From an optimization exercise on the open Yosys and OpenROAD flow, aimed at a short achievable clock period and few clock cycles per item; shortcuts taken in it are not production practice.
RTL that was checked went through simulation tests only; none was proved equivalent to the original.
The RTL of runs 1 to 3 and 5 was laid out without a check of its function.
The clock cells of runs 2 to 5 come from the design's own scripts or RTL, not from TritonCTS.
No driver is modelled on the clock port, so clock power and skew are understated where the tree is cut down; a real chip needs a root buffer or a tree.
Power and IR drop assume default switching activity.

`flow/flow/run.sh`:
```
#!/bin/bash
# Standard ORFS flow with: fast port buffers (buffer_ports uses buf_4, and the resizer may
# change a cell's footprint); I/O pins allowed one routing track apart, with the clock pin
# alone in the middle of the left edge; and a two-level clock tree built by cts_tree.tcl in
# place of TritonCTS (the clock port drives four buffers, each driving the leaf buffers of
# one region of flip-flops); and after CTS, one more setup repair of the paths into the
# registers (post_cts.tcl). ORFS writes each step's log under orfs/logs; make's own output
# goes to make.log.
set -euo pipefail
die=$(grep -o 'DIE_AREA=0 0 [0-9.]* [0-9.]*' standard.sh | awk '{print $4}')
lo=$(awk -v h="$die" 'BEGIN{print int(h/2-10)}'); hi=$(awk -v h="$die" 'BEGIN{print int(h/2+10)}')
sed -e "s|\"\${@:-finish}\"|MATCH_CELL_FOOTPRINT=0 'BUFFER_PORTS_ARGS=-buffer_cell sky130_fd_sc_hd__buf_4' 'PLACE_PINS_ARGS=-min_distance 1 -min_distance_in_tracks -exclude left:$lo-$hi' PRE_IO_PLACEMENT_TCL=$PWD/flow/pins.tcl PRE_CTS_TCL=$PWD/flow/cts_tree.tcl POST_CTS_TCL=$PWD/flow/post_cts.tcl \"\${@:-finish}\"|" standard.sh > flow_standard.sh
bash flow_standard.sh finish > make.log 2>&1
```
`flow/flow/cts_tree.tcl`:
```
# Manual clock tree: the clock port drives NG first-level clkbufs, each driving an equal share
# of the leaf clkbufs; each leaf clkbuf drives one k-means cluster of at most cap flip-flops.
proc mt_kmeans {pts K} {
  # pts: list of {x y}; returns {centers assign}
  set n [llength $pts]
  set sorted [lsort -real -index 0 $pts]
  set cx {}; set cy {}
  for {set k 0} {$k < $K} {incr k} {
    set s [lindex $sorted [expr {int(($k + 0.5) * $n / $K)}]]
    lappend cx [lindex $s 0]; lappend cy [lindex $s 1]
  }
  for {set iter 0} {$iter < 40} {incr iter} {
    set sx [lrepeat $K 0.0]; set sy [lrepeat $K 0.0]; set cnt [lrepeat $K 0]
    set assign {}
    foreach p $pts {
      set x [lindex $p 0]; set y [lindex $p 1]
      set best 0; set bd 1e30
      for {set k 0} {$k < $K} {incr k} {
        set d [expr {hypot($x-[lindex $cx $k], $y-[lindex $cy $k])}]
        if {$d < $bd} {set bd $d; set best $k}
      }
      lappend assign $best
      lset sx $best [expr {[lindex $sx $best]+$x}]
      lset sy $best [expr {[lindex $sy $best]+$y}]
      lset cnt $best [expr {[lindex $cnt $best]+1}]
    }
    for {set k 0} {$k < $K} {incr k} {
      if {[lindex $cnt $k] > 0} {
        lset cx $k [expr {[lindex $sx $k]/[lindex $cnt $k]}]
        lset cy $k [expr {[lindex $sy $k]/[lindex $cnt $k]}]
      }
    }
  }
  return [list $cx $cy $assign $cnt]
}

proc mt_buf {block master name x y inNet outNetName} {
  set inst [odb::dbInst_create $block $master $name]
  $inst setLocation [expr {int($x)}] [expr {int($y)}]
  $inst setPlacementStatus PLACED
  set net [odb::dbNet_create $block $outNetName]
  $net setSigType CLOCK
  [$inst findITerm A] connect $inNet
  [$inst findITerm X] connect $net
  return $net
}

proc mytree_build {K NG cap {leafMaster sky130_fd_sc_hd__clkbuf_16} {l1Master sky130_fd_sc_hd__clkbuf_16}} {
  set db [ord::get_db]
  set block [ord::get_db_block]
  set clkNet [$block findNet clk]
  set its {}; set pts {}
  foreach it [$clkNet getITerms] {
    set b [[$it getInst] getBBox]
    lappend its $it
    lappend pts [list [expr {([$b xMin]+[$b xMax])/2.0}] [expr {([$b yMin]+[$b yMax])/2.0}]]
  }
  lassign [mt_kmeans $pts $K] cx cy assign cnt
  # split clusters bigger than cap in two until none is
  while {1} {
    set big -1; set bigc $cap
    for {set k 0} {$k < [llength $cnt]} {incr k} { if {[lindex $cnt $k] > $bigc} { set big $k; set bigc [lindex $cnt $k] } }
    if {$big < 0} break
    set sub {}; set subi {}
    set i 0
    foreach p $pts a $assign { if {$a == $big} { lappend sub $p; lappend subi $i }; incr i }
    lassign [mt_kmeans $sub 2] scx scy sassign scnt
    set newk [llength $cnt]
    lset cx $big [lindex $scx 0]; lset cy $big [lindex $scy 0]; lset cnt $big [lindex $scnt 0]
    lappend cx [lindex $scx 1]; lappend cy [lindex $scy 1]; lappend cnt [lindex $scnt 1]
    foreach i $subi a $sassign { if {$a == 1} { lset assign $i $newk } }
  }
  set K [llength $cnt]
  set lpts {}; set lidx {}
  for {set k 0} {$k < $K} {incr k} {
    if {[lindex $cnt $k] > 0} { lappend lpts [list [lindex $cx $k] [lindex $cy $k]]; lappend lidx $k }
  }
  # balanced groups: leaves sorted by angle around their mean, cut into NG equal runs
  set mx 0.0; set my 0.0
  foreach p $lpts { set mx [expr {$mx + [lindex $p 0]}]; set my [expr {$my + [lindex $p 1]}] }
  set nl [llength $lpts]
  set mx [expr {$mx / $nl}]; set my [expr {$my / $nl}]
  set ang {}
  set i 0
  foreach p $lpts { lappend ang [list $i [expr {atan2([lindex $p 1] - $my, [lindex $p 0] - $mx)}]]; incr i }
  set ang [lsort -real -index 1 $ang]
  set gassign [lrepeat $nl 0]
  set gcnt [lrepeat $NG 0]; set gx [lrepeat $NG 0.0]; set gy [lrepeat $NG 0.0]
  set r 0
  foreach a $ang {
    set g [expr {$r * $NG / $nl}]
    set i [lindex $a 0]
    lset gassign $i $g
    lset gcnt $g [expr {[lindex $gcnt $g] + 1}]
    lset gx $g [expr {[lindex $gx $g] + [lindex $lpts $i 0]}]
    lset gy $g [expr {[lindex $gy $g] + [lindex $lpts $i 1]}]
    incr r
  }
  for {set g 0} {$g < $NG} {incr g} {
    lset gx $g [expr {[lindex $gx $g] / [lindex $gcnt $g]}]
    lset gy $g [expr {[lindex $gy $g] / [lindex $gcnt $g]}]
  }
  set leafM [$db findMaster $leafMaster]
  set l1M [$db findMaster $l1Master]
  set l1nets {}
  for {set g 0} {$g < $NG} {incr g} {
    if {[lindex $gcnt $g] == 0} { lappend l1nets {}; continue }
    lappend l1nets [mt_buf $block $l1M "mcts_l1_$g" [lindex $gx $g] [lindex $gy $g] $clkNet "mcts_l1_net_$g"]
  }
  set leafnet [dict create]
  foreach k $lidx g $gassign {
    dict set leafnet $k [mt_buf $block $leafM "mcts_leaf_$k" [lindex $cx $k] [lindex $cy $k] [lindex $l1nets $g] "mcts_leaf_net_$k"]
  }
  foreach it $its k $assign {
    $it disconnect
    $it connect [dict get $leafnet $k]
  }
  puts "mytree: [llength $its] sinks, [llength $lidx] leaves in $NG groups (sizes $gcnt), leaf sizes $cnt"
}
# Sourced by ORFS's cts.tcl before its clock_tree_synthesis call (PRE_CTS_TCL): build the
# tree here, then stand in for clock_tree_synthesis so that it only switches the clock to
# propagated, as clock_tree_synthesis does after building its own tree.
mytree_build 24 4 22
rename clock_tree_synthesis orfs_clock_tree_synthesis
proc clock_tree_synthesis {args} {
  set_propagated_clock [all_clocks]
  puts "clock tree built by cts_tree.tcl"
}
```
`flow/flow/pins.tcl`:
```
# Put the clock pin in the middle of the left edge; PLACE_PINS_ARGS keeps the other pins
# out of the 20 um around it.
set die [[ord::get_db_block] getDieArea]
set mid [expr {([$die yMin] + [$die yMax]) / 2.0 / [[ord::get_db_tech] getDbUnitsPerMicron]}]
place_pin -pin_name clk -layer met3 -location [list 0 $mid] -pin_size {0.8 0.3} -force_to_die_boundary
```
`flow/flow/post_cts.tcl`:
```
# Sourced by ORFS's cts.tcl after its own timing repair (POST_CTS_TCL). The paths to the
# output ports cannot be sped up by sizing, and repair_timing stops at the worst path, so the
# paths into the registers were left unrepaired. One more setup repair pass runs with the
# output delay lifted; then the output delay is put back as the SDC gives it.
set f [open $::env(RESULTS_DIR)/3_place.sdc]
set sdc [read $f]
close $f
if {![regexp {set_output_delay\s+([0-9.]+)} $sdc -> outDelay]} { error "no output delay in the SDC" }
set_output_delay 0 -clock [all_clocks] [all_outputs]
repair_timing -setup -setup_margin $::env(SETUP_SLACK_MARGIN) -repair_tns 100 -verbose
set_output_delay $outDelay -clock [all_clocks] [all_outputs]
detailed_placement
check_placement -verbose
estimate_parasitics -placement
report_worst_slack -max
```
`flow/standard.sh`:
```
#!/bin/bash
# synth_recipe.tcl (not shown) runs the flow's synth.tcl, then flattens the netlist and writes it again
# the make line also repeats each setting of config.mk as NAME=value (left out here)
make -C /OpenROAD-flow-scripts/flow DESIGN_CONFIG=/design/flow/config.mk WORK_HOME=/design/flow/orfs CLKGATE_MAP_FILE= SYNTH_SCRIPT=/design/flow/synth_recipe.tcl "${@:-finish}"
```
`flow/config.mk`:
```
export PLATFORM = sky130hd
export DESIGN_NAME = mem_arbiter_nport
export DESIGN_NICKNAME = mem_arbiter_nport
export VERILOG_FILES = /design/flow/design.v
export SDC_FILE = /design/flow/constraint.sdc
export NUM_CORES = 4
export LEC_CHECK = 0
export ABC_CLOCK_PERIOD_IN_PS = 1500
export CAP_MARGIN = 20
export CORE_AREA = 12 12 318 318
export DIE_AREA = 0 0 330 330
export SETUP_SLACK_MARGIN = 3.3
export SLEW_MARGIN = 20
```
`flow/constraint.sdc`:
```
create_clock -name core_clock -period 5.0 [get_ports {clk}]
set_input_delay 1.0000 -clock core_clock [delete_from_list [all_inputs] [get_ports {clk}]]
set_output_delay 1.0000 -clock core_clock [all_outputs]
set_load 0.01 [all_outputs]
```
`flow/design.v`:
```
module mem_arbiter_nport #(
    parameter int NUM_PORTS  = 4,
    parameter int BLOCK_SIZE = 32,
    parameter int ARB_MODE   = 1
) (
    input  logic                              clk,
    input  logic                              rst,
    input  logic [NUM_PORTS-1:0]              req_valid,
    input  logic [NUM_PORTS-1:0]              req_write,
    input  logic [NUM_PORTS-1:0]              req_single,
    input  logic [NUM_PORTS*32-1:0]           req_addr,
    input  logic [NUM_PORTS*BLOCK_SIZE*8-1:0] req_wdata,
    output logic [NUM_PORTS-1:0]              grant,
    output logic [NUM_PORTS-1:0]              resp_done,
    output logic [BLOCK_SIZE*8-1:0]           resp_rdata,
    output logic [31:0]                       addr,
    output logic                              write,
    output logic [31:0]                       wdata,
    output logic [1:0]                        transfer,
    input  logic [31:0]                       rdata,
    input  logic                              ready
);
    localparam int NP     = NUM_PORTS;
    localparam int WORDS  = BLOCK_SIZE / 4;
    localparam int LINE_W = BLOCK_SIZE * 8;
    function automatic logic [NP-1:0] rr_pick(input logic [NP-1:0] req, input logic [NP-1:0] after);
        logic [NP-1:0] pick;
        logic          found;
        pick = '0;
        for (int s = 0; s < NP; s++) begin
            if (after[s]) begin
                found = 1'b0;
                for (int i = 1; i <= NP; i++) begin
                    if (!found && req[(s + i) % NP]) begin
                        pick[(s + i) % NP] = 1'b1;
                        found = 1'b1;
                    end
                end
            end
        end
        rr_pick = pick;
    endfunction
    function automatic logic [NP-1:0] between(input logic [NP-1:0] a, input logic [NP-1:0] b);
        logic [NP-1:0] m;
        logic          inRange;
        m = '0;
        for (int s = 0; s < NP; s++) begin
            if (a[s]) begin
                inRange = 1'b1;
                for (int i = 1; i < NP; i++) begin
                    if (b[(s + i) % NP]) inRange = 1'b0;
                    if (inRange) m[(s + i) % NP] = 1'b1;
                end
            end
        end
        between = m;
    endfunction
    logic          commitR;
    logic [NP-1:0] nxtA, nxtH;        
    logic          nxtVA, nxtVH;
    logic [NP-1:0] dataA, dataH;      
    logic [NP-1:0] dataHiA, dataHiH;  
    logic [NP-1:0] freeBtwA, freeBtwH;
    logic [NP-1:0] busyA, busyH;
    logic [NP-1:0] ptrPrev, nxtPrev;
    logic [NP-1:0] ptr;      
    logic [NP-1:0] nxt;      
    logic          nxtV;
    logic [NP-1:0] nxtLo;    
    logic [NP-1:0] nxtHi;    
    logic [NP-1:0] btwFree;  
    logic [NP-1:0] busy;     
    assign ptr     = commitR ? nxtPrev : ptrPrev;
    assign nxt     = commitR ? nxtA : nxtH;
    assign nxtV    = commitR ? nxtVA : nxtVH;
    assign nxtLo   = commitR ? dataA : dataH;
    assign nxtHi   = commitR ? dataHiA : dataHiH;
    assign btwFree = commitR ? freeBtwA : freeBtwH;
    assign busy    = commitR ? busyA : busyH;
    logic             idle;       
    logic             selNew;     
    logic             last;       
    logic [NP-1:0]    owner;      
    logic [WORDS-1:0] beatOH;     
    logic [WORDS-1:0] capture;    
    logic [LINE_W-1:32] lineHi;   
    logic [NP-1:0] cand;
    logic          go, commit;
    assign go     = idle || ready;
    assign cand   = req_valid & ~busy;
    assign commit = nxtV && !(|(req_valid & btwFree)) && go && selNew;
    logic [LINE_W-1:0] newLine;
    logic [31:0]       newAddr;
    logic              newWrite, newSingle;
    always_comb begin
        newLine   = '0;
        newAddr   = '0;
        newWrite  = 1'b0;
        newSingle = 1'b0;
        for (int p = 0; p < NP; p++) begin
            newLine[LINE_W/2-1:0] = newLine[LINE_W/2-1:0] | (req_wdata[p*LINE_W +: LINE_W/2] & {(LINE_W/2){nxtLo[p]}});
            newLine[LINE_W-1:LINE_W/2] = newLine[LINE_W-1:LINE_W/2] | (req_wdata[p*LINE_W + LINE_W/2 +: LINE_W/2] & {(LINE_W/2){nxtHi[p]}});
            newAddr   = newAddr | (req_addr[p*32 +: 32] & {32{nxtLo[p]}});
            newWrite  = newWrite | (req_write[p] & nxtLo[p]);
            newSingle = newSingle | (req_single[p] & nxtLo[p]);
        end
        newAddr = newSingle ? {newAddr[31:2], 2'b00} : {newAddr[31:5], 5'b0};
    end
    logic [NP-1:0] pickA, pickH, freeA, freeH;
    always_comb begin
        pickA = rr_pick(cand & ~nxt, nxt);        
        pickH = rr_pick(cand, ptr);               
        freeA = ~((busy & ~resp_done) | nxt);
        freeH = ~(busy & ~resp_done);
    end
    always_ff @(posedge clk or posedge rst) begin
        if (rst) begin
            commitR  <= 1'b0;
            nxtA     <= '0;
            nxtH     <= '0;
            nxtVA    <= 1'b0;
            nxtVH    <= 1'b0;
            freeBtwA <= between(NP'(1) << (NP - 1), '0);
            freeBtwH <= between(NP'(1) << (NP - 1), '0);
            busyA    <= '0;
            busyH    <= '0;
            ptrPrev  <= NP'(1) << (NP - 1);
            nxtPrev  <= NP'(1) << (NP - 1);
        end else begin
            commitR  <= commit;
            nxtA     <= pickA;
            nxtH     <= pickH;
            nxtVA    <= |(cand & ~nxt);
            nxtVH    <= |cand;
            freeBtwA <= between(nxt, pickA) & freeA;
            freeBtwH <= between(ptr, pickH) & freeH;
            busyA    <= ~freeA;
            busyH    <= ~freeH;
            ptrPrev  <= ptr;
            nxtPrev  <= nxt;
        end
    end
    always_ff @(posedge clk) begin
        dataA <= pickA;
        dataH <= pickH;
    end
    always_ff @(posedge clk or posedge rst) begin
        if (rst) begin
            dataHiA <= '1;
            dataHiH <= '1;
        end else begin
            dataHiA <= pickA;
            dataHiH <= pickH;
        end
    end
    logic [1:0]        transferN;
    logic [NP-1:0]     grantN;
    logic              writeN;
    logic [31:0]       addrN;
    logic [31:0]       wdataN;
    always_comb begin
        if (selNew) begin
            transferN = commit ? 2'b10 : 2'b00;
            grantN    = nxtLo;
            writeN    = newWrite;
            addrN     = newAddr;
            wdataN    = newLine[31:0];
        end else begin
            transferN = 2'b11;
            grantN    = grant;
            writeN    = write;
            addrN     = {addr[31:5], addr[4:2] + 3'd1, addr[1:0]};
            wdataN    = '0;
            for (int w = 1; w < WORDS; w++)
                wdataN = wdataN | (lineHi[w*32 +: 32] & {32{beatOH[w-1]}});
        end
    end
    always_ff @(posedge clk or posedge rst) begin
        if (rst) begin
            transfer  <= 2'b00;
            idle      <= 1'b1;
            selNew    <= 1'b1;
            capture   <= '0;
            owner     <= '0;
            resp_done <= '0;
            grant     <= '0;
            write     <= 1'b0;
            addr      <= '0;
            wdata     <= '0;
        end else begin
            resp_done <= (!idle && last && ready) ? owner : '0;
            if (go) begin
                transfer <= transferN;
                grant    <= grantN;
                write    <= writeN;
                addr     <= addrN;
                wdata    <= wdataN;
                if (selNew) begin
                    idle    <= !commit;
                    selNew  <= !commit || newSingle;
                    capture <= (commit && !newWrite) ? WORDS'(1) : '0;
                    owner   <= nxt;
                end else begin
                    selNew  <= beatOH[WORDS-2];
                    capture <= capture << 1;
                end
            end
        end
    end
    always_ff @(posedge clk) begin
        if (selNew) lineHi <= newLine[LINE_W-1:32];
        if (go) begin
            if (selNew) begin
                last   <= newSingle;
                beatOH <= WORDS'(1);
            end else begin
                last   <= beatOH[WORDS-2];
                beatOH <= beatOH << 1;
            end
        end
    end
    always_ff @(posedge clk or posedge rst) begin
        if (rst) begin
            resp_rdata <= '0;
        end else begin
            for (int w = 0; w < WORDS; w++)
                if (capture[w]) resp_rdata[w*32 +: 32] <= rdata;
        end
    end
endmodule
```
==> results of run 1 <==
[cells by family after synthesis]
| kind of cell | count (synthesis) | share of synthesized area, % |
|---|---|---|
| compound gates | 825 | 21.6 |
| xor+xnor | 1 | 0.0304 |
| fa+ha+maj | 1 | 0.0434 |
| buf+inv | 231 | 3.15 |
| flops | 626 | 58.3 |
| mux | 280 | 10.9 |
| other cells | 1 | 0.0130 |
| simple gates | 411 | 5.96 |
[power groups by stage]
stage               combinational [uW]  sequential (uW)  clock [uW]
detailed placement               12000             9540           0
floorplan                         5290             9940           0
global placement                 11900             9440           0
[cell usage after synthesis, types with 2 or more instances]
cell type                  instances
sky130_fd_sc_hd__edfxtp_1        232
sky130_fd_sc_hd__inv_1            11
sky130_fd_sc_hd__nor3_1           10
sky130_fd_sc_hd__nand2_1         311
sky130_fd_sc_hd__nor2b_1           8
sky130_fd_sc_hd__dfxtp_1           8
sky130_fd_sc_hd__a211oi_1          6
sky130_fd_sc_hd__nor2_1           16
sky130_fd_sc_hd__buf_6             2
sky130_fd_sc_hd__nand3b_1          7
sky130_fd_sc_hd__nand3_1          35
sky130_fd_sc_hd__a221oi_1         28
sky130_fd_sc_hd__and2_1            7
sky130_fd_sc_hd__clkbuf_1        171
sky130_fd_sc_hd__a32o_1            2
sky130_fd_sc_hd__buf_4             3
sky130_fd_sc_hd__a21o_1            3
sky130_fd_sc_hd__o21a_1            4
sky130_fd_sc_hd__o21ai_0          43
sky130_fd_sc_hd__nand2b_1          5
sky130_fd_sc_hd__a22oi_1         554
sky130_fd_sc_hd__nor3b_1           7
sky130_fd_sc_hd__o211ai_1          2
sky130_fd_sc_hd__buf_2            11
sky130_fd_sc_hd__mux2i_1           7
sky130_fd_sc_hd__a211o_1           2
sky130_fd_sc_hd__a41oi_1          33
sky130_fd_sc_hd__a21oi_1          50
sky130_fd_sc_hd__buf_1            33
sky130_fd_sc_hd__dfrtp_1         368
sky130_fd_sc_hd__a222oi_1         34
sky130_fd_sc_hd__mux2_2          272
sky130_fd_sc_hd__dfstp_2          18
sky130_fd_sc_hd__a22o_1           60
[how the worst max path moves through the flow]
stage / start / endpoint / depth (start not counted)
floorplan: rst / addr[10] / 1
global placement: ready / addr[28] / 6
detailed placement: ready / addr[21] / 6
[metal layers]
metal / track usage, % / overflow
met5: 5.76 / 0
met4: 33.7 / 3
met3: 20.1 / 0
met2: 59.4 / 3
met1: 43.9 / 0
[through the flow]
stage | cells | total power (uW) | instance area, um^2 | utilization (%) | hold WS, ps
after detailed placement | 4962 | 21500 | 41600 | 45.1 | 462
after global placement | 4962 | 21300 | 41600 | 45.1 | 457
after floorplan | 2377 | 15200 | 29200 | - | 441
==> run notes, run 1 <==
Yosys:
- The synthesized design devotes to its leading area cell type 31.9% of total area.
- The average cell area after synthesis is 12.1 um^2.
- The cell area after technology mapping is 0.0288 mm^2.
- The largest area contributor in the synthesized netlist is sky130_fd_sc_hd__dfrtp_1.
- The number of distinct library cells after synthesis is 47.
- The share of the Yosys chip area taken by registers is 58.3%.
- The count of state elements after synthesis is 626.
- Yosys attributes the largest share of cell area to sky130_fd_sc_hd__dfrtp_1 (32%), sky130_fd_sc_hd__edfxtp_1 (24%), sky130_fd_sc_hd__a22oi_1 (14%).
- Counting flops with a built-in enable in the synthesized netlist gives 232.
- The fraction of registers with async set or reset after synthesis is 61.7%.
- Among all flip-flop cells after synthesis, the most frequent one is sky130_fd_sc_hd__dfrtp_1.
- Counting every instance in the synthesized netlist gives 2376.
- For this run, the number of Yosys warnings is 1.

Placed design:
- In this run the tool buffered the top-level ports with 1519 buffer cells.
- The weighted congestion reported at the end of routability-driven placement is 1.14.
- Before CTS, the worst setup slack after placement is 1480 ps.
- The final HPWL from detailed placement is 155 mm.

Global routing:
- The total global routing track utilization is 40.8%.
- Entering global routing, the biggest net connects 164 pins.
- The first-pass GRT wire length is 304 mm.
- The number of global-route vias before repair came to 35000.
- The global-route congestion overflow total is 6.

Status:
- The halt point of the flow is global routing (5_1_grt).
- The run stopped with a tool error.
- The tool reported: "[ERROR GRT-0116] Global routing finished with congestion. Check the congestion regions in the DRC Viewer".

Die:
- The die outline height is 330 um.
- For this configuration, the core starts out at a cell density of 31.3%.
- The floorplan has 111 rows.
- For this design the top-level I/O count stands at 1529.
- From left edge to right edge, the die measures 330 um.
==> run 2, diff against run 1 <==
--- a/flow/design.v
+++ b/flow/design.v
@@ -58,6 +58,3 @@
     logic          commitR;
-    logic [NP-1:0] nxtA, nxtH;        
     logic          nxtVA, nxtVH;
-    logic [NP-1:0] dataA, dataH;      
-    logic [NP-1:0] dataHiA, dataHiH;  
     logic [NP-1:0] freeBtwA, freeBtwH;
@@ -73,6 +70,3 @@
     assign ptr     = commitR ? nxtPrev : ptrPrev;
-    assign nxt     = commitR ? nxtA : nxtH;
     assign nxtV    = commitR ? nxtVA : nxtVH;
-    assign nxtLo   = commitR ? dataA : dataH;
-    assign nxtHi   = commitR ? dataHiA : dataHiH;
     assign btwFree = commitR ? freeBtwA : freeBtwH;
@@ -108,3 +102,3 @@
     end
-    logic [NP-1:0] pickA, pickH, freeA, freeH;
+    logic [NP-1:0] pickA, pickH, freeA, freeH, nxtN;
     always_comb begin
@@ -114,2 +108,3 @@
         freeH = ~(busy & ~resp_done);
+        nxtN  = commit ? pickA : pickH;
     end
@@ -118,4 +113,3 @@
             commitR  <= 1'b0;
-            nxtA     <= '0;
-            nxtH     <= '0;
+            nxt      <= '0;
             nxtVA    <= 1'b0;
@@ -130,4 +124,3 @@
             commitR  <= commit;
-            nxtA     <= pickA;
-            nxtH     <= pickH;
+            nxt      <= nxtN;
             nxtVA    <= |(cand & ~nxt);
@@ -142,14 +135,6 @@
     end
-    always_ff @(posedge clk) begin
-        dataA <= pickA;
-        dataH <= pickH;
-    end
-    always_ff @(posedge clk or posedge rst) begin
-        if (rst) begin
-            dataHiA <= '1;
-            dataHiH <= '1;
-        end else begin
-            dataHiA <= pickA;
-            dataHiH <= pickH;
-        end
+    always_ff @(posedge clk) nxtLo <= nxtN;
+    always_ff @(posedge clk or posedge rst) begin
+        if (rst) nxtHi <= '1;
+        else     nxtHi <= nxtN;
     end
--- a/flow/config.mk
+++ b/flow/config.mk
@@ -9,4 +9,4 @@
 export CAP_MARGIN = 20
-export CORE_AREA = 12 12 318 318
-export DIE_AREA = 0 0 330 330
+export CORE_AREA = 5 5 315 315
+export DIE_AREA = 0 0 320 320
 export SETUP_SLACK_MARGIN = 3.3
==> run notes, run 2 <==
Yosys:
- Summed over all instances, the cell type with the most area after synthesis is sky130_fd_sc_hd__dfrtp_1.
- The average cell area after synthesis was 12.1 um^2 (-0.55%).
- The synthesized instance count is 2349 (-1.1%).
- The commonest cells after synthesis are sky130_fd_sc_hd__a22oi_1 (580), sky130_fd_sc_hd__dfrtp_1 (364), sky130_fd_sc_hd__nand2_1 (273).
- The number of warnings printed during yosys synthesis is 1 (unchanged).
- The most used flip-flop cell after synthesis is sky130_fd_sc_hd__dfrtp_1.
- The number of distinct library cells after synthesis is 62 (+32%).
- Yosys instantiated no cell more often than sky130_fd_sc_hd__a22oi_1.
- The count of state elements after synthesis is 614 (-1.9%).
- The number of enable flip-flop cells after synthesis is 232 (unchanged).
- The fraction of registers with async set or reset after synthesis is 61.6% (-0.098 points).
- In the post-synthesis netlist, the biggest area contributors are sky130_fd_sc_hd__dfrtp_1 (32%), sky130_fd_sc_hd__edfxtp_1 (25%), sky130_fd_sc_hd__a22oi_1 (15%).
- The area share of the leading cell type in the synthesized netlist is 32.1% (+0.19 points).
- The portion of the post-synthesis area used by sequential elements is 58.3% (about the same).
- The cell area after technology mapping was 0.0284 mm^2 (-1.7%).

Die:
- The number of primary I/O pins is 1529 (unchanged).
- The initial standard-cell utilization of the core came to 29.8% (-1.5 points).
- The die outline height is 320 um (-3.0%).
- The core region is 0.0952 mm^2.
- The width of the chip is 320 um (-3.0%).
- The count of standard-cell rows is 113 (+1.8%).
- The die covers 0.102 mm^2.

Layout:
- Summing all multi-input logic gate instances after layout gives 0.0118 mm^2.
- The most common library cell in the layout ignoring fill and taps is sky130_fd_sc_hd__buf_4.
- At the end of the flow, the number of nets in the layout was 5207.
- The proportion of layout cells with a drive suffix above 1 is 57.9%.
- The largest registers in the layout are resp_rdata x256, lineHi x224, wdata x32.
- Measured on the finished design, the core utilization comes to 50.0%.
- The count of filler cells inserted in the layout is 8721.
- The finished cells cover 0.0476 mm^2.
- The area used by sequential logic in the layout is 0.0166 mm^2.
- In the layout the commonest cells are sky130_fd_sc_hd__buf_4 (1357), sky130_fd_sc_hd__a22oi_1 (555), sky130_fd_sc_hd__buf_6 (390), sky130_fd_sc_hd__dfrtp_1 (354), sky130_fd_sc_hd__nand2_1 (270).
- The register with the most flip-flops in the layout has 256 of them.
- The register bank with the most flops is resp_rdata.
- The area added between synthesis and finish is 68.0%.

Global routing:
- The met1 track utilization from global routing is 36.9%.
- The total global routing track utilization is 34.1%.
- The number of antenna violations at the first check in global routing is 133.
- For this run, global-route usage on met3 was measured as 11.8%.
- After global routing the overflow that remains totals 0.
- The met2 demand-to-capacity share in global routing is 54.5%.
- The first-pass GRT wire length is 247 mm.
- The number of global-route vias before repair is 30100.
- The pin count of the biggest net entering global routing is 141.
- The layer flagged by global routing as most heavily used is met2.

Drt:
- Detailed routing inserted a total of 30300 vias.
- The first-pass detailed-route iteration total is 7.
- In the final routed layout, each cell accounts on average for 35.3 um.
- The post-detailed-route count of antenna-violating nets is 0.
- Wires add up to 190 mm.
- The remaining routing DRC violations is 0.
- The routed via count divided by cell count is 5.62.
- The number of design-rule violations left by the first detailed-router iteration is 2996.

Pwr:
- The net load switching power is 7470 uW.
- Of the total power, the clock network draws 14.6%.
- For this design the ratio of total power to cell area is 454 mW/mm^2.
- The switching share of total power is 34.6%.
- The internal power of the cells totals 14100 uW.
- Summed over all cells, the static leakage comes to 0.0218 uW.
- The combinational group share of total power is 45.9%.
- Sequential cells burn 39.6% of the power.
- The maximum ir drop on the vdd rail is 293 uV.

Critical path:
- The worst register-to-register path ends at wdata[27].
- The startpoint type of the worst setup path is an input port.
- The register-to-register path setup slack is 3000 ps.
- The worst setup path is captured at a flop.
- The endpoint of the most critical setup path is nxt[2].
- The arrival time of the worst setup path is 2350 ps.
- In this run the critical register-to-register path is launched from beatOH[3].
- The category of the most critical setup path is input port to flop.
- The first element of the critical path is req_valid[1].
- The maximum fanout count along the critical path is 5.
- The number of cells on the worst reg-to-reg path is 5.
- The critical path required time is 5280 ps.

Timing:
- Of the available clock period, the critical path in the final layout requires 41.4%.
- The final setup violation count is 0.
- The hold violation count in the final report is 0.
- Clock skew on the completed layout was measured at 49.0 ps.
- Setup repair after global routing could not meet its margin everywhere.
- After layout, the minimum clock period comes to 2070 ps.
- The tightest hold path in the finished design has a slack of 483 ps.
- The normalized max-slew margin is 29.0%.
- For the pin with the worst max-slew slack, the measured transition is 1060 ps.
- The number of max-slew violations in the final report is 0.
- The achievable frequency is 483 MHz.

Clock network:
- Clock-pin slew was measured on the worst setup and hold paths at 80 ps.
- Clock latency on the worst-skew pair, taken at its later pin, is 400 ps.

Min path:
- The tightest min-delay check is of the flop to flop type.
- The worst hold path begins at owner[2].

Placed design:
- The number of input and output port buffers inserted is 1519 (unchanged).
- The placed standard-cell area was 0.0411 mm^2 (-1.2%).
- The weighted congestion reported at the end of routability-driven placement is 1.09 (-4.2%).
- The final HPWL from detailed placement is 139 mm (-10%).

Job:
- The number of maximum-capacitance violations is 0.

Status:
- The run finished with no timing, DRC or antenna violations.
-- run 2: cell types whose count changed after synthesis, moves of 20 or more --
cell,before,now
sky130_fd_sc_hd__o21ai_0,43,63
sky130_fd_sc_hd__nand3_1,35,66
sky130_fd_sc_hd__nor2_1,16,49
sky130_fd_sc_hd__nand2_1,311,273
sky130_fd_sc_hd__a22oi_1,554,580
sky130_fd_sc_hd__a41oi_1,33,0
sky130_fd_sc_hd__a22o_1,60,32
-- run 2: metal layers --
metal | up-vias | part of all wire [%]
met5 | - | 0.057
met4 | 14 | 9.7
met1 | 15000 | 35
met3 | 665 | 9.3
li1 | 12600 | -
met2 | 2048 | 46
-- run 2: how the worst min path moves through the flow --
stage               cells past startpoint  slack [ps]            to
finish                                  1         480  resp_done[2]
global route                            1         500      busyH[2]
detailed placement                      1         450      busyH[2]
global placement                        1         450      busyH[2]
floorplan                               0         430    nxtPrev[3]
-- run 2: area by class of cell --
type                            instances  area share [%]
Antenna cell                          122           0.641
Tap cell                             1265            3.32
Inverter                                5          0.0736
Buffer                                 43            2.26
Sequential cell                       614            34.8
Multi-Input combinational cell       1516            24.7
Timing Repair Buffer                 1827            34.2
-- run 2: critical path, cell delays in order --
cell                       delay (ps)
sky130_fd_sc_hd__buf_12           110
sky130_fd_sc_hd__a222oi_1         340
sky130_fd_sc_hd__nand4_1          230
sky130_fd_sc_hd__a21oi_4          260
sky130_fd_sc_hd__buf_6            160
sky130_fd_sc_hd__a311oi_1          50
sky130_fd_sc_hd__a21o_1           210
-- run 2: per-stage QoR --
step	TNS, ps	worst slack (ps)	cells	total power [uW]
finish	0	2930	5392	21600
detailed placement	0	1960	4952	15600
global placement	0	1940	4952	15500
global route	0	2870	5378	22400
floorplan	-388250	-1070	2350	11400
-- run 2: power groups by stage --
stage	clock network, uW	logic [uW]	registers, uW
global route	3350	10300	8750
detailed placement	0	7000	8640
global placement	0	6950	8570
finish	3150	9900	8550
floorplan	0	2650	8740
-- run 2: kinds of logic (layout without fill, tap and decap cells) --
kind of cell               count (synthesis)  count (layout)  share of synthesized area (%)
adders and majority gates                  1               1                         0.0441
muxes                                    273             273                           11.0
DFF                                      614             614                           58.3
AOI/OAI and AO/OA                        803             803                           21.1
other                                      1             124                         0.0132
and+or+nand+nor                          435             437                           6.55
buffers and inverters                    222            1875                           3.07
==> run 3, diff against run 2 <==
--- a/flow/config.mk
+++ b/flow/config.mk
@@ -11,2 +11,3 @@
 export DIE_AREA = 0 0 320 320
+export PLACE_DENSITY = 0.5
 export SETUP_SLACK_MARGIN = 3.3
==> run notes, run 3 <==
Die:
- The die outline area is 0.102 mm^2 (unchanged).
- The number of primary I/O pins was 1529 (unchanged).
- The width of the chip is 320 um (unchanged).
- The area of the core region is 0.0952 mm^2 (unchanged).
- The die outline height was 320 um (unchanged).
- The count of standard-cell rows is 113 (unchanged).
- The initial standard-cell utilization of the core is 29.8% (unchanged).

Yosys:
- Among all flip-flop cells after synthesis, the most frequent one is sky130_fd_sc_hd__dfrtp_1.
- The area share of the leading cell type in the synthesized netlist came to 32.1% (unchanged).
- The count of state elements after synthesis was 614 (unchanged).
- The largest area contributor in the synthesized netlist is sky130_fd_sc_hd__dfrtp_1.
- The number of distinct library cells after synthesis is 62 (unchanged).
- The cell area after technology mapping is 0.0284 mm^2 (unchanged).
- The number of enable flip-flop cells after synthesis is 232 (unchanged).
- The average cell area after synthesis is 12.1 um^2 (unchanged).
- The portion of the post-synthesis area used by sequential elements is 58.3% (unchanged).
- The number of warnings printed during yosys synthesis is 1 (unchanged).
- The commonest cells after synthesis are sky130_fd_sc_hd__a22oi_1 (580), sky130_fd_sc_hd__dfrtp_1 (364), sky130_fd_sc_hd__nand2_1 (273).
- The fraction of registers with async set or reset after synthesis is 61.6% (unchanged).
- The most frequent cell after synthesis is sky130_fd_sc_hd__a22oi_1.
- The synthesized instance count is 2349 (unchanged).
- After synthesis, the cell types taking the most area are sky130_fd_sc_hd__dfrtp_1 (32%), sky130_fd_sc_hd__edfxtp_1 (25%), sky130_fd_sc_hd__a22oi_1 (15%).

Critical path:
- The number of cells on the worst reg-to-reg path came to 5 (unchanged).
- STA classifies the critical path startpoint as an input port.
- The arrival time of the worst setup path is 2300 ps (-50 ps).
- The origin of the critical flop-to-flop path is commitR.
- In this run the critical register-to-register path is captured at nxt[1].
- The type of destination of the critical path is a flop.
- The maximum fanout count along the critical path came to 5 (unchanged).
- The critical path required time is 5250 ps (-30 ps).
- The critical path is of the input port to flop type.
- The register-to-register path setup slack is 3060 ps (+60 ps).

Layout:
- The number of nets in the finished design is 5122 (-1.6%).
- The register with the most flip-flops in the final layout is resp_rdata.
- The post-layout instance area is 0.0462 mm^2 (-3.0%).
- The core occupancy in the finished layout was 48.6% (-1.5 points).
- In the final layout, the registers with the most flip-flops are resp_rdata x256, lineHi x224, wdata x32.
- In the layout the commonest cells are sky130_fd_sc_hd__buf_4 (1322), sky130_fd_sc_hd__a22oi_1 (564), sky130_fd_sc_hd__dfrtp_1 (358), sky130_fd_sc_hd__buf_6 (356), sky130_fd_sc_hd__nand2_1 (271).
- The number of non-filler instances in the completed layout is 5233 (-2.9%).
- The library cell used most frequently in the layout, excluding fill and tap cells, is sky130_fd_sc_hd__buf_4.
- The proportion of layout cells with a drive suffix above 1 is 55.6% (-2.3 points).
- The flip-flop count of the largest register after layout is 256 (unchanged).
- The area added between synthesis and finish is 62.9%.

Timing:
- Setup repair after global routing could not meet its margin everywhere.
- The worst clock skew is 47.9 ps (-1.15 ps).
- The time the worst path needs with I/O delays and setup is 2050 ps (-21.6 ps).
- The achievable frequency is 488 MHz (+1.1%).
- The final clock period utilization by the worst path came to 41.0% (-0.43 points).
- The normalized max-slew margin was 53.8% (+25 points).
- The final setup violation count was 0 (unchanged).
- The hold violation count in the final report is 0 (unchanged).
- The measured slew at the worst slew-check pin was 693 ps (-371 ps).
- The number of max-slew violations in the final report is 0 (unchanged).

Drt:
- The post-detailed-route count of antenna-violating nets came to 0 (unchanged).
- The first-pass detailed-route iteration total is 8 (+1).
- The overall via count from detail_route is 29000 (-4.2%).
- The routed via count divided by cell count was 5.54 (-1.3%).
- The remaining routing DRC violations is 0 (unchanged).
- The post-detailed-route wirelength per cell came to 33.4 um (-5.4%).
- The final routed wirelength across all metal layers is 175 mm (-8.1%).
- The number of design-rule violations left by the first detailed-router iteration came to 2219 (-26%).

Job:
- The number of maximum-capacitance violations is 0 (unchanged).

Min path:
- For hold timing, the worst endpoint is resp_done[3].
- The hold-critical path depth is 1 (unchanged).
- The worst hold path belongs to the class flop to flop.
- The worst hold path begins at owner[3].

Clock network:
- The CTS clock-pin slew for the worst setup and hold paths is 60 ps (-20 ps).
- The insertion delay to the later sink of the worst-skew pair came to 410 ps (about the same).

Placed design:
- The number of cells after detailed placement is 4958 (+0.12%).
- The placed standard-cell area is 0.0412 mm^2 (+0.16%).
- The weighted congestion reported at the end of routability-driven placement was 0.989 (-9.2%).
- The number of input and output port buffers inserted is 1519 (unchanged).
- The final HPWL from detailed placement came to 130 mm (-6.0%).

Global routing:
- The pin count of the biggest net entering global routing is 115 (-18%).
- The number of antenna violations at the first check in global routing is 66 (-50%).
- The total global routing track utilization is 31.6% (-2.6 points).
- The number of global-route vias before repair is 29400 (-2.2%).
- The global-route congestion overflow total is 0 (unchanged).
- The first-pass GRT wire length is 233 mm (-5.8%).

Pwr:
- The maximum ir drop on the vdd rail was 246 uV (-16%).
- The power density of the placed cells is 449 mW/mm^2 (-0.91%).
- The leakage component of the power is 0.0212 uW (-2.7%).

Status:
- The run finished with no timing, DRC or antenna violations.
## run 3: logic make-up (layout without fill, tap and decap cells)
| kind of cell | Yosys count | count (layout) | share of synthesized area, % |
|---|---|---|---|
| compound gates | 803 | 804 | 21.1 |
| other cells | 1 | 50 | 0.0132 |
| mux | 273 | 273 | 11.0 |
| fa+ha+maj | 1 | 1 | 0.0441 |
| buf+inv | 222 | 1791 | 3.07 |
| simple gates | 435 | 435 | 6.55 |
| flops | 614 | 614 | 58.3 |
## run 3: worst max-delay path by stage
stage,start,end,depth (start not counted)
floorplan,rst,addr[10],1
global placement,req_valid[1],nxtLo[0],6
detailed placement,req_valid[1],nxtLo[0],6
global route,req_valid[1],nxt[1],7
finish,req_valid[1],nxt[1],7
## run 3: power by group
group	total [uW]	internal [uW]	leakage [uW]	switching [uW]
registers	8410	7230	0.00715	1180
clock network	3300	1660	0.000579	1650
logic	9060	4850	0.0135	4210
total	20800	13700	0.0212	7040
## run 3: final cells by class
| cell class | count | area [um^2] |
|---|---|---|
| Multi-Input combinational cell | 1515 | 11500 |
| Buffer | 47 | 1180 |
| Sequential cell | 614 | 16600 |
| Timing Repair Buffer | 1739 | 15300 |
| Inverter | 5 | 30.0 |
| Tap cell | 1265 | 1580 |
| Fill cell | 8874 | 49000 |
| Antenna cell | 48 | 120 |
## run 3: layer usage
metal | track usage (%) | vias up | share of wire, %
li1 | - | 12300 | -
met1 | 35.3 | 14200 | 36
met2 | 51.9 | 1816 | 47
met3 | 10.2 | 638 | 9.1
met4 | 20.5 | 30 | 8.0
met5 | 0 | - | 0.10
## run 3: per-stage QoR
step	setup TNS [ps]	hold WS, ps	setup WS [ps]	power [uW]
2_1_floorplan	-388250	427	-1070	11400
3_3_place_gp	0	457	2250	15500
6_report	0	479	2950	20800
5_1_grt	0	482	2840	21600
3_5_place_dp	0	463	2270	15600
## run 3: critical path: stages
cell                       delay [ps]
sky130_fd_sc_hd__buf_12           100
sky130_fd_sc_hd__a222oi_1         370
sky130_fd_sc_hd__nand4_1          120
sky130_fd_sc_hd__buf_4            180
sky130_fd_sc_hd__a21oi_4          220
sky130_fd_sc_hd__nor2_1            70
sky130_fd_sc_hd__a22o_1           220
==> run 4, diff against run 3 <==
--- a/flow/design.v
+++ b/flow/design.v
@@ -57,7 +57,2 @@
     endfunction
-    logic          commitR;
-    logic          nxtVA, nxtVH;
-    logic [NP-1:0] freeBtwA, freeBtwH;
-    logic [NP-1:0] busyA, busyH;
-    logic [NP-1:0] ptrPrev, nxtPrev;
     logic [NP-1:0] ptr;      
@@ -67,8 +62,5 @@
     logic [NP-1:0] nxtHi;    
+    logic [NP-1:0] btw;      
     logic [NP-1:0] btwFree;  
     logic [NP-1:0] busy;     
-    assign ptr     = commitR ? nxtPrev : ptrPrev;
-    assign nxtV    = commitR ? nxtVA : nxtVH;
-    assign btwFree = commitR ? freeBtwA : freeBtwH;
-    assign busy    = commitR ? busyA : busyH;
     logic             idle;       
@@ -102,3 +94,5 @@
     end
-    logic [NP-1:0] pickA, pickH, freeA, freeH, nxtN;
+    logic [NP-1:0] pickA, pickH, btwA, btwH, freeA, freeH;
+    logic [NP-1:0] nxtN, busyN, btwN;
+    logic          nxtVN;
     always_comb begin
@@ -106,2 +100,4 @@
         pickH = rr_pick(cand, ptr);               
+        btwA  = between(nxt, pickA);
+        btwH  = between(ptr, pickH);
         freeA = ~((busy & ~resp_done) | nxt);
@@ -109,2 +105,5 @@
         nxtN  = commit ? pickA : pickH;
+        nxtVN = commit ? |(cand & ~nxt) : |cand;
+        busyN = commit ? ~freeA : ~freeH;
+        btwN  = commit ? btwA : btwH;
     end
@@ -112,23 +111,15 @@
         if (rst) begin
-            commitR  <= 1'b0;
-            nxt      <= '0;
-            nxtVA    <= 1'b0;
-            nxtVH    <= 1'b0;
-            freeBtwA <= between(NP'(1) << (NP - 1), '0);
-            freeBtwH <= between(NP'(1) << (NP - 1), '0);
-            busyA    <= '0;
-            busyH    <= '0;
-            ptrPrev  <= NP'(1) << (NP - 1);
-            nxtPrev  <= NP'(1) << (NP - 1);
-        end else begin
-            commitR  <= commit;
-            nxt      <= nxtN;
-            nxtVA    <= |(cand & ~nxt);
-            nxtVH    <= |cand;
-            freeBtwA <= between(nxt, pickA) & freeA;
-            freeBtwH <= between(ptr, pickH) & freeH;
-            busyA    <= ~freeA;
-            busyH    <= ~freeH;
-            ptrPrev  <= ptr;
-            nxtPrev  <= nxt;
+            ptr     <= NP'(1) << (NP - 1);
+            nxt     <= '0;
+            nxtV    <= 1'b0;
+            busy    <= '0;
+            btw     <= between(NP'(1) << (NP - 1), '0);
+            btwFree <= between(NP'(1) << (NP - 1), '0);
+        end else begin
+            busy    <= busyN;
+            nxt     <= nxtN;
+            nxtV    <= nxtVN;
+            btw     <= btwN;
+            btwFree <= commit ? (btwA & freeA) : (btwH & freeH);
+            if (commit) ptr <= nxt;
         end
==> flow/flow/run.sh (replaced) <==
#!/bin/bash
# Standard ORFS flow with: fast port buffers (buffer_ports uses buf_4, and the resizer may
# change a cell's footprint); I/O pins allowed one routing track apart, with the clock pin
# alone in the middle of the left edge; a two-level clock tree built by cts_tree.tcl in
# place of TritonCTS (the clock port drives four buffers, each driving the leaf buffers of
# one region of flip-flops); after CTS, one more setup repair of the paths into the
# registers (post_cts.tcl); and the slow complex gates a222oi_1 and a2111oi_0 added to the
# platform's don't-use cells (synthesis keeps the same registers). ORFS writes each step's
# log under orfs/logs; make's own output goes to make.log.
set -euo pipefail
die=$(grep -o 'DIE_AREA=0 0 [0-9.]* [0-9.]*' standard.sh | awk '{print $4}')
lo=$(awk -v h="$die" 'BEGIN{print int(h/2-10)}'); hi=$(awk -v h="$die" 'BEGIN{print int(h/2+10)}')
dontuse=$(make -s -C "$FLOW_HOME" DESIGN_CONFIG="$PWD/config.mk" WORK_HOME="$PWD/orfs" print-DONT_USE_CELLS 2> dontuse.log | sed -n 's/^DONT_USE_CELLS: //p')
[[ -n "$dontuse" ]] || { echo "could not read DONT_USE_CELLS" >&2; exit 1; }
dontuse="$dontuse sky130_fd_sc_hd__a222oi_1 sky130_fd_sc_hd__a2111oi_0"
sed -e "s|\"\${@:-finish}\"|MATCH_CELL_FOOTPRINT=0 'BUFFER_PORTS_ARGS=-buffer_cell sky130_fd_sc_hd__buf_4' 'PLACE_PINS_ARGS=-min_distance 1 -min_distance_in_tracks -exclude left:$lo-$hi' PRE_IO_PLACEMENT_TCL=$PWD/flow/pins.tcl PRE_CTS_TCL=$PWD/flow/cts_tree.tcl POST_CTS_TCL=$PWD/flow/post_cts.tcl 'DONT_USE_CELLS=$dontuse' \"\${@:-finish}\"|" standard.sh > flow_standard.sh
bash flow_standard.sh finish > make.log 2>&1
--- a/flow/config.mk
+++ b/flow/config.mk
@@ -11,3 +11,2 @@
 export DIE_AREA = 0 0 320 320
-export PLACE_DENSITY = 0.5
 export SETUP_SLACK_MARGIN = 3.3
==> run notes, run 4 <==
Status:
- The flow ran to the end and the layout has no timing, DRC or antenna violations.

Layout:
- In the layout the commonest cells are sky130_fd_sc_hd__buf_4 (1317), sky130_fd_sc_hd__a22oi_1 (505), sky130_fd_sc_hd__nand2_1 (409), sky130_fd_sc_hd__buf_6 (351), sky130_fd_sc_hd__dfrtp_1 (349).
- The number of non-filler instances in the completed layout is 5334 (+1.9%).
- The proportion of layout cells with a drive suffix above 1 came to 53.9% (-1.8 points).
- In the final layout, the registers with the most flip-flops are resp_rdata x256, lineHi x224, wdata x32.
- The multi-input gate area in the final layout is 0.0115 mm^2 (about the same).
- The count of filler cells inserted in the layout is 8852 (-0.25%).
- The register bank with the most flops is resp_rdata.
- The flip-flop count of the largest register after layout came to 256 (unchanged).
- The number of nets in the finished design is 5159 (+0.72%).
- The most common library cell in the layout ignoring fill and taps is sky130_fd_sc_hd__buf_4.
- The area added between synthesis and finish was 63.0% (about the same).
- The area used by sequential logic in the layout was 0.0162 mm^2 (-2.2%).

Timing:
- The achievable frequency is 499 MHz (+2.4%).
- The post-route setup TNS is 0 ps (unchanged).
- The hold violation count in the final report is 0 (unchanged).
- The time the worst path needs with I/O delays and setup was 2000 ps (-47.9 ps).
- The number of max-slew violations in the final report is 0 (unchanged).
- The final worst slack is 3000 ps (+47.9 ps).
- The worst hold slack after final layout is 479 ps (+0.594 ps).
- The worst clock skew is 46.6 ps (-1.28 ps).
- The measured slew at the worst slew-check pin is 1020 ps (+330 ps).
- Setup repair after global routing could not meet its margin everywhere.
- The normalized max-slew margin is 31.8% (-22 points).
- The final clock period utilization by the worst path is 40.1% (-0.96 points).
- The final setup violation count was 0 (unchanged).

Yosys:
- The synthesized design spends more area on one cell type than any other, namely sky130_fd_sc_hd__dfrtp_1.
- The number of distinct library cells after synthesis is 52 (-16%).
- The cell area after technology mapping came to 0.0281 mm^2 (-1.0%).
- The most used flip-flop cell after synthesis is sky130_fd_sc_hd__dfrtp_1.
- The area share of the leading cell type in the synthesized netlist is 31.6% (-0.55 points).
- The number of warnings printed during yosys synthesis is 1 (unchanged).
- In the synthesized netlist, the cells that appear most often are sky130_fd_sc_hd__a22oi_1 (516), sky130_fd_sc_hd__nand2_1 (416), sky130_fd_sc_hd__dfrtp_1 (354).
- The average cell area after synthesis is 11.7 um^2 (-3.3%).
- The fraction of registers with async set or reset after synthesis was 60.7% (-0.90 points).
- The count of state elements after synthesis is 600 (-2.3%).
- Sorting the synthesized cells by area gives the leading types as sky130_fd_sc_hd__dfrtp_1 (32%), sky130_fd_sc_hd__edfxtp_1 (25%), sky130_fd_sc_hd__a22oi_1 (14%).
- The portion of the post-synthesis area used by sequential elements is 57.6% (-0.65 points).
- The number of enable flip-flop cells after synthesis is 232 (unchanged).
- The synthesized instance count is 2403 (+2.3%).
- The most frequent cell after synthesis is sky130_fd_sc_hd__a22oi_1.

Pwr:
- The leakage component of the power was 0.0209 uW (-1.3%).
- The maximum ir drop on the vdd rail came to 243 uV (-1.3%).
- The final total power was 21700 uW (+4.6%).
- The power density of the placed cells came to 475 mW/mm^2 (+5.6%).

Global routing:
- The number of antenna violations at the first check in global routing is 121 (+83%).
- The global-route congestion overflow total is 0 (unchanged).
- The first-pass GRT wire length came to 244 mm (+4.8%).
- The number of global-route vias before repair is 29800 (+1.1%).
- The pin count of the biggest net entering global routing is 88 (-23%).
- The total global routing track utilization is 33.6% (+2.0 points).

Die:
- The area of the core region came to 0.0952 mm^2 (unchanged).
- The width of the chip is 320 um (unchanged).
- The die outline area was 0.102 mm^2 (unchanged).
- The initial standard-cell utilization of the core is 29.5% (-0.31 points).
- The number of primary I/O pins is 1529 (unchanged).
- The die outline height is 320 um (unchanged).
- The count of standard-cell rows is 113 (unchanged).

Critical path:
- The number of buffer and inverter stages on the critical path is 1 (-1).
- The startpoint type of the worst setup path is a flop.
- The largest individual stage delay along the critical path comes from the cell sky130_fd_sc_hd__dfrtp_1.
- By startpoint and endpoint, the worst setup path is classified as flop to output pin.
- Traced cell by cell, the critical path runs through buf_6.
- STA classifies the critical path endpoint as an output pin.
- The cell family contributing the most delay on the critical path is flip-flops.
- The critical path required time is 4000 ps (-1250 ps).
- The maximum cell stage delay along the critical path is 450 ps (+80 ps).
- The maximum fanout count along the critical path came to 2 (-3).
- The arrival time of the worst setup path came to 1000 ps (-1300 ps).

Placed design:
- The final HPWL from detailed placement is 135 mm (+3.8%).
- The worst slack at placement is 2030 ps (-232 ps).
- The number of input and output port buffers inserted is 1519 (unchanged).
- The weighted congestion reported at the end of routability-driven placement is 1.11 (+12%).
- The number of cells after detailed placement is 5000 (+0.85%).

Drt:
- The overall via count from detail_route is 30400 (+4.8%).
- The final routed wirelength across all metal layers came to 185 mm (+6.1%).
- The remaining routing DRC violations is 0 (unchanged).
- The post-detailed-route wirelength per cell came to 34.8 um (+4.1%).
- The post-detailed-route count of antenna-violating nets came to 0 (unchanged).
- The first-pass detailed-route iteration total was 6 (-2).
- The routed via count divided by cell count is 5.70 (+2.8%).
- The number of design-rule violations left by the first detailed-router iteration is 3237 (+46%).

Job:
- The number of maximum-capacitance violations came to 0 (unchanged).

Clock network:
- The CTS clock-pin slew for the worst setup and hold paths is 70 ps (about the same).
- The insertion delay to the later sink of the worst-skew pair is 410 ps (about the same).

Min path:
- The path category of the worst min-delay check is flop to flop.
[run 4: cell types whose count changed in the layout (fill, tap and decap cells not counted), moves of 15 or more]
cell and delta:
sky130_fd_sc_hd__a221oi_1 +17, sky130_fd_sc_hd__a221oi_2 +15, sky130_fd_sc_hd__a222oi_1 -34, sky130_fd_sc_hd__a22o_1 +29
sky130_fd_sc_hd__a22oi_1 -59, sky130_fd_sc_hd__diode_2 +64, sky130_fd_sc_hd__nand2_1 +138, sky130_fd_sc_hd__nand3_1 +27
sky130_fd_sc_hd__nand3_2 -29, sky130_fd_sc_hd__nand4_1 +31, sky130_fd_sc_hd__nor2_1 -32, sky130_fd_sc_hd__o21ai_1 -27
[run 4: power breakdown]
part           leakage, uW  switching (uW)  internal, uW  total, uW
Clock             0.000518            1610          1490       3100
Combinational       0.0135            5010          5240      10300
Sequential         0.00692            1190          7170       8370
[run 4: cell families after synthesis]
kind of cell / Yosys count / synth area share (%)
flops: 600 / 57.6
compound gates: 745 / 19.9
other cells: 1 / 0.0134
simple gates: 569 / 8.62
fa+ha+maj: 1 / 0.0446
mux: 266 / 10.7
buf+inv: 221 / 3.16
[run 4: layer usage]
metal / GRT usage [%] / vias to the layer above / part of all wire, %
li1: - / 12400 / -
met4: 28.1 / 24 / 10
met5: 0.880 / - / 0.10
met3: 12.7 / 800 / 11
met2: 51.9 / 2295 / 45
met1: 36.5 / 14800 / 34
[run 4: layout make-up]
class                      instances  share of cell area [%]
tap                             1265                    3.46
timing repair buffer            1727                    33.1
inverter                           2                  0.0301
sequential                       600                    35.4
antenna                          112                   0.613
timing repair inverter             1                  0.0109
multi-input combinational       1585                    25.0
buffer                            42                    2.30
[run 4: through the flow]
stage / util (%) / area, um^2
6_report: 48.1 / 45800
5_1_grt: 48.0 / 45700
3_3_place_gp: 42.7 / 40600
2_1_floorplan: - / 28200
3_5_place_dp: 42.7 / 40600
[run 4: final timing paths]
check / slack (ps) / startpoint / end / cells past startpoint
worst max-delay path: 3000 / addr[22] / addr[22] / 1
worst min-delay path: 480 / owner[2] / resp_done[2] / 1
worst max register to register: 3260 / nxtHi[3] / lineHi[136] / 4
worst min register to register: 480 / owner[2] / resp_done[2] / 1
max in group asynchronous: 3420 / rst / resp_rdata[241] / 3
min in group asynchronous: 690 / rst / resp_rdata[42] / 2
Testbench counts of run 4, summed over its fixed seeds: cycles 12,747, items 2,048.
==> run 5, diff against run 4 <==
--- a/flow/design.v
+++ b/flow/design.v
@@ -71,3 +71,3 @@
     logic [WORDS-1:0] capture;    
-    logic [LINE_W-1:32] lineHi;   
+    logic [NP*(WORDS-1)-1:0] wsel;  
     logic [NP-1:0] cand;
@@ -77,3 +77,3 @@
     assign commit = nxtV && !(|(req_valid & btwFree)) && go && selNew;
-    logic [LINE_W-1:0] newLine;
+    logic [31:0]       newLine;    
     logic [31:0]       newAddr;
@@ -86,4 +86,3 @@
         for (int p = 0; p < NP; p++) begin
-            newLine[LINE_W/2-1:0] = newLine[LINE_W/2-1:0] | (req_wdata[p*LINE_W +: LINE_W/2] & {(LINE_W/2){nxtLo[p]}});
-            newLine[LINE_W-1:LINE_W/2] = newLine[LINE_W-1:LINE_W/2] | (req_wdata[p*LINE_W + LINE_W/2 +: LINE_W/2] & {(LINE_W/2){nxtHi[p]}});
+            newLine[31:0] = newLine[31:0] | (req_wdata[p*LINE_W +: 32] & {32{nxtHi[p]}});
             newAddr   = newAddr | (req_addr[p*32 +: 32] & {32{nxtLo[p]}});
@@ -142,3 +141,3 @@
             addrN     = newAddr;
-            wdataN    = newLine[31:0];
+            wdataN    = newLine;
         end else begin
@@ -149,4 +148,5 @@
             wdataN    = '0;
-            for (int w = 1; w < WORDS; w++)
-                wdataN = wdataN | (lineHi[w*32 +: 32] & {32{beatOH[w-1]}});
+            for (int p = 0; p < NP; p++)
+                for (int w = 1; w < WORDS; w++)
+                    wdataN = wdataN | (req_wdata[p*LINE_W + w*32 +: 32] & {32{wsel[p*(WORDS-1) + w-1]}});
         end
@@ -186,3 +186,2 @@
     always_ff @(posedge clk) begin
-        if (selNew) lineHi <= newLine[LINE_W-1:32];
         if (go) begin
@@ -191,2 +190,4 @@
                 beatOH <= WORDS'(1);
+                for (int p = 0; p < NP; p++)
+                    wsel[p*(WORDS-1) +: WORDS-1] <= (WORDS-1)'(nxtLo[p]);
             end else begin
@@ -194,2 +195,3 @@
                 beatOH <= beatOH << 1;
+                wsel   <= wsel << 1;
             end
==> run notes, run 5 <==
Layout:
- In the final layout, the registers with the most flip-flops are resp_rdata x256, wdata x32, addr x30.
- The library cell used most frequently in the layout, excluding fill and tap cells, is sky130_fd_sc_hd__buf_4.
- The flip-flop count of the largest register after layout was 256 (unchanged).
- The area added between synthesis and finish is 86.7%.
- Leaving out fill and tap cells, the most frequent cells in the layout are sky130_fd_sc_hd__buf_4 (1285), sky130_fd_sc_hd__buf_6 (406), sky130_fd_sc_hd__a22oi_1 (369), sky130_fd_sc_hd__dfrtp_1 (346), sky130_fd_sc_hd__mux2_2 (259).
- resp_rdata holds more flip-flops than any other register.
- The number of nets in the finished design was 4680 (-9.3%).
- The post-layout instance area was 0.0398 mm^2 (-13%).
- The proportion of layout cells with a drive suffix above 1 came to 64.3% (+10 points).

Clock network:
- The insertion delay to the later sink of the worst-skew pair is 370 ps (-40 ps).
- The CTS clock-pin slew for the worst setup and hold paths is 70 ps (about the same).

Critical path:
- The origin of the critical flop-to-flop path is wsel[16].
- The category of the most critical setup path is flop to flop.
- The logic depth of the worst path, buffers included is 7 (+6).
- The number of buffer and inverter stages on the critical path was 3 (+2).
- The number of cells on the worst reg-to-reg path was 7 (+3).
- The maximum cell stage delay along the critical path is 710 ps (+260 ps).
- STA classifies the critical path endpoint as a flop.
- The critical path starts at wsel[16].
- The maximum fanout count along the critical path is 4 (+2).
- The arrival time of the worst setup path was 2590 ps (+1590 ps).
- The critical path required time was 5210 ps (+1210 ps).
- STA classifies the critical path startpoint as a flop.
- Traced cell by cell, the critical path runs through buf_6, buf_6, clkbuf_16, a22oi_2, nand4_1, nor3_4, o21ai_1.
- The library cell contributing the largest single delay on the critical path is sky130_fd_sc_hd__nand4_1.
- Grouping stages by cell kind, the critical path spends the most delay in simple AND/OR/NAND/NOR gates.
- The cell that appears most often on the critical path is sky130_fd_sc_hd__buf_6.

Yosys:
- The largest total area in the synthesized netlist belongs to sky130_fd_sc_hd__dfrtp_1.
- The fraction of registers with async set or reset after synthesis came to 90.1% (+29 points).
- By count the netlist is led by sky130_fd_sc_hd__a22oi_1 (389), sky130_fd_sc_hd__dfrtp_1 (354), sky130_fd_sc_hd__mux2_2 (267).
- The number of distinct library cells after synthesis was 48 (-7.7%).
- The average cell area after synthesis is 11.3 um^2 (-3.0%).
- The cell area after technology mapping came to 0.0213 mm^2 (-24%).
- The portion of the post-synthesis area used by sequential elements is 48.2% (-9.4 points).
- sky130_fd_sc_hd__a22oi_1 is the most common cell in the netlist.
- The flip-flop cell with the highest count after synthesis is sky130_fd_sc_hd__dfrtp_1.
- The number of enable flip-flop cells after synthesis is 36 (-84%).
- The area share of the leading cell type in the synthesized netlist is 41.5% (+10 points).
- The synthesized instance count is 1883 (-22%).
- The number of warnings printed during yosys synthesis is 1 (unchanged).
- The count of state elements after synthesis came to 404 (-33%).
- In the post-synthesis netlist, the biggest area contributors are sky130_fd_sc_hd__dfrtp_1 (42%), sky130_fd_sc_hd__mux2_2 (14%), sky130_fd_sc_hd__a22oi_1 (14%).

Pwr:
- The maximum ir drop on the vdd rail is 318 uV (+31%).
- The leakage component of the power came to 0.0182 uW (-13%).
- The final total power is 21200 uW (-2.4%).
- The power density of the placed cells was 532 mW/mm^2 (+12%).

Drt:
- The post-detailed-route count of antenna-violating nets is 0 (unchanged).
- The first-pass detailed-route iteration total came to 6 (unchanged).
- The final routed wirelength across all metal layers came to 224 mm (+21%).
- The overall via count from detail_route is 29200 (-3.9%).
- The post-detailed-route wirelength per cell is 45.3 um (+30%).
- The routed via count divided by cell count is 5.90 (+3.5%).
- The number of design-rule violations left by the first detailed-router iteration is 3414 (+5.5%).
- The remaining routing DRC violations is 0 (unchanged).

Status:
- The flow ran to the end and the layout has no timing, DRC or antenna violations.

Min path:
- The worst hold path belongs to the class flop to flop.
- The startpoint identified for the worst hold timing path is owner[3].
- The hold-critical path depth is 1 (unchanged).

Timing:
- The number of max-slew violations in the final report is 0 (unchanged).
- The time the worst path needs with I/O delays and setup is 2370 ps (+370 ps).
- The achievable frequency came to 422 MHz (-16%).
- The final clock period utilization by the worst path is 47.4% (+7.4 points).
- The normalized max-slew margin is 27.5% (-4.3 points).
- Setup repair after global routing could not meet its margin everywhere.
- The final setup violation count is 0 (unchanged).
- The worst clock skew is 47.1 ps (+0.511 ps).
- The hold violation count in the final report is 0 (unchanged).
- The measured slew at the worst slew-check pin is 1090 ps (+64.2 ps).

Global routing:
- The number of antenna violations at the first check in global routing was 227 (+88%).
- The total global routing track utilization is 41.1% (+7.6 points).
- The number of global-route vias before repair was 27600 (-7.4%).
- The pin count of the biggest net entering global routing is 128 (+45%).
- The global-route congestion overflow total is 0 (unchanged).
- The first-pass GRT wire length came to 283 mm (+16%).

Die:
- The width of the chip came to 320 um (unchanged).
- The count of standard-cell rows came to 113 (unchanged).
- The number of primary I/O pins came to 1529 (unchanged).
- The die outline area was 0.102 mm^2 (unchanged).
- The initial standard-cell utilization of the core came to 22.4% (-7.1 points).
- The area of the core region was 0.0952 mm^2 (unchanged).
- The die outline height came to 320 um (unchanged).

Placed design:
- The final HPWL from detailed placement is 173 mm (+28%).
- The placed standard-cell area is 0.0342 mm^2 (-16%).
- The weighted congestion reported at the end of routability-driven placement came to 1.14 (+2.6%).
- The number of input and output port buffers inserted is 1519 (unchanged).

Job:
- The number of maximum-capacitance violations is 0 (unchanged).
run 5: changes by cell type in the layout (fill, tap and decap cells not counted), moves of 31 or more:
cell,change
sky130_fd_sc_hd__a221oi_2,+35
sky130_fd_sc_hd__a22oi_1,-136
sky130_fd_sc_hd__buf_4,-32
sky130_fd_sc_hd__buf_6,+55
sky130_fd_sc_hd__diode_2,+95
sky130_fd_sc_hd__edfxtp_1,-196
sky130_fd_sc_hd__nand2_1,-354
sky130_fd_sc_hd__nand3_1,-57
sky130_fd_sc_hd__nand4_1,+64
sky130_fd_sc_hd__o21ai_1,+31
run 5: power breakdown:
group | switching, uW | total [uW] | internal, uW
sequential | 967 | 5520 | 4550
combinational | 7390 | 13500 | 6080
clock | 1140 | 2210 | 1070
total | 9490 | 21200 | 11700
run 5: stage by stage:
step | utilization (%) | hold slack (ps) | setup WS [ps] | cells | TNS, ps
2_1_floorplan | - | 454 | -874 | 1884 | -309420
3_3_place_gp | 36.0 | 461 | 1950 | 4534 | 0
3_5_place_dp | 36.0 | 469 | 1940 | 4534 | 0
5_1_grt | 41.7 | 524 | 2570 | 4905 | 0
6_report | 41.8 | 499 | 2630 | 4950 | 0
run 5: final cells by class:
class	instances	area [um^2]
antenna	207	518
buffer	30	751
fill	9396	55300
inverter	6	33.8
multi-input combinational	1293	11300
sequential	404	10300
tap	1265	1580
timing repair buffer	1745	15300
run 5: per-layer routing:
layer | vias to the layer above | part of all wire [%] | track usage [%]
met3 | 1174 | 13 | 21.4
met1 | 14400 | 33 | 42.3
met2 | 2620 | 41 | 57.9
li1 | 11000 | - | -
met5 | - | 0.30 | 5.74
met4 | 56 | 13 | 41.7
run 5: final timing paths:
check                                  to  slack [ps]
max                              wdata[6]        2630
min                          resp_done[3]         500
max reg2reg                      wdata[6]        2630
min reg2reg                  resp_done[3]         500
max in group asynchronous        wdata[9]        3420
min in group asynchronous  resp_rdata[61]         810
run 5: kinds of logic (layout without fill, tap and decap cells):
logic type / after synthesis / after routing / synth area share, %
AND/OR/NAND/NOR: 276 / 280 / 6.96
other: 1 / 209 / 0.0176
adder cells (fa/ha/maj): 1 / 1 / 0.0587
AO/OA/AOI/OAI: 742 / 742 / 26.2
buffers and inverters: 191 / 1781 / 4.43
multiplexers: 268 / 268 / 14.1
flip-flops: 404 / 404 / 48.2

-- static timing again, ports no longer ideal --
Ports are ideal in the flow. The routed layouts listed here were re-timed in OpenROAD. Step 1 (the two cells are an assumption about what drives the block):
set clk [get_ports {clk}]
set_driving_cell -lib_cell sky130_fd_sc_hd__clkbuf_16 $clk
set_driving_cell -lib_cell sky130_fd_sc_hd__buf_2 [delete_from_list [all_inputs] $clk]
Step 2 adds t to the input delays and takes it off the output delays; t is the mean of the earliest and latest rising clock arrival at the registers after step 1. Input paths then give back, and output paths get back, about the clock's delay inside the block. Three values: ideal, step 1, step 2; two values: the first two.
| run | shift t [ns] | slack for setup (ns) | worst hold slack (ns) | worst setup path at the end |
|---|---|---|---|---|
| run 2 | 0.522 | 2.928 / 2.892 / 2.464 | 0.483 / 0.483 / 0.483 | input to register |
| run 3 | 0.528 | 2.949 / 2.886 / 2.469 | 0.479 / 0.479 / 0.479 | input to register |
| run 4 | 0.524 | 2.997 / 2.862 / 2.694 | 0.479 / 0.479 / 0.479 | input to register |
| run 5 | 0.475 | 2.628 / 2.628 / 2.205 | 0.499 / 0.499 / 0.499 | input to register |
After both steps every run listed still meets setup and hold. The setup slack of run 3, which loses most, moves by -0.063 ns with the drivers and by -0.480 ns with both steps.
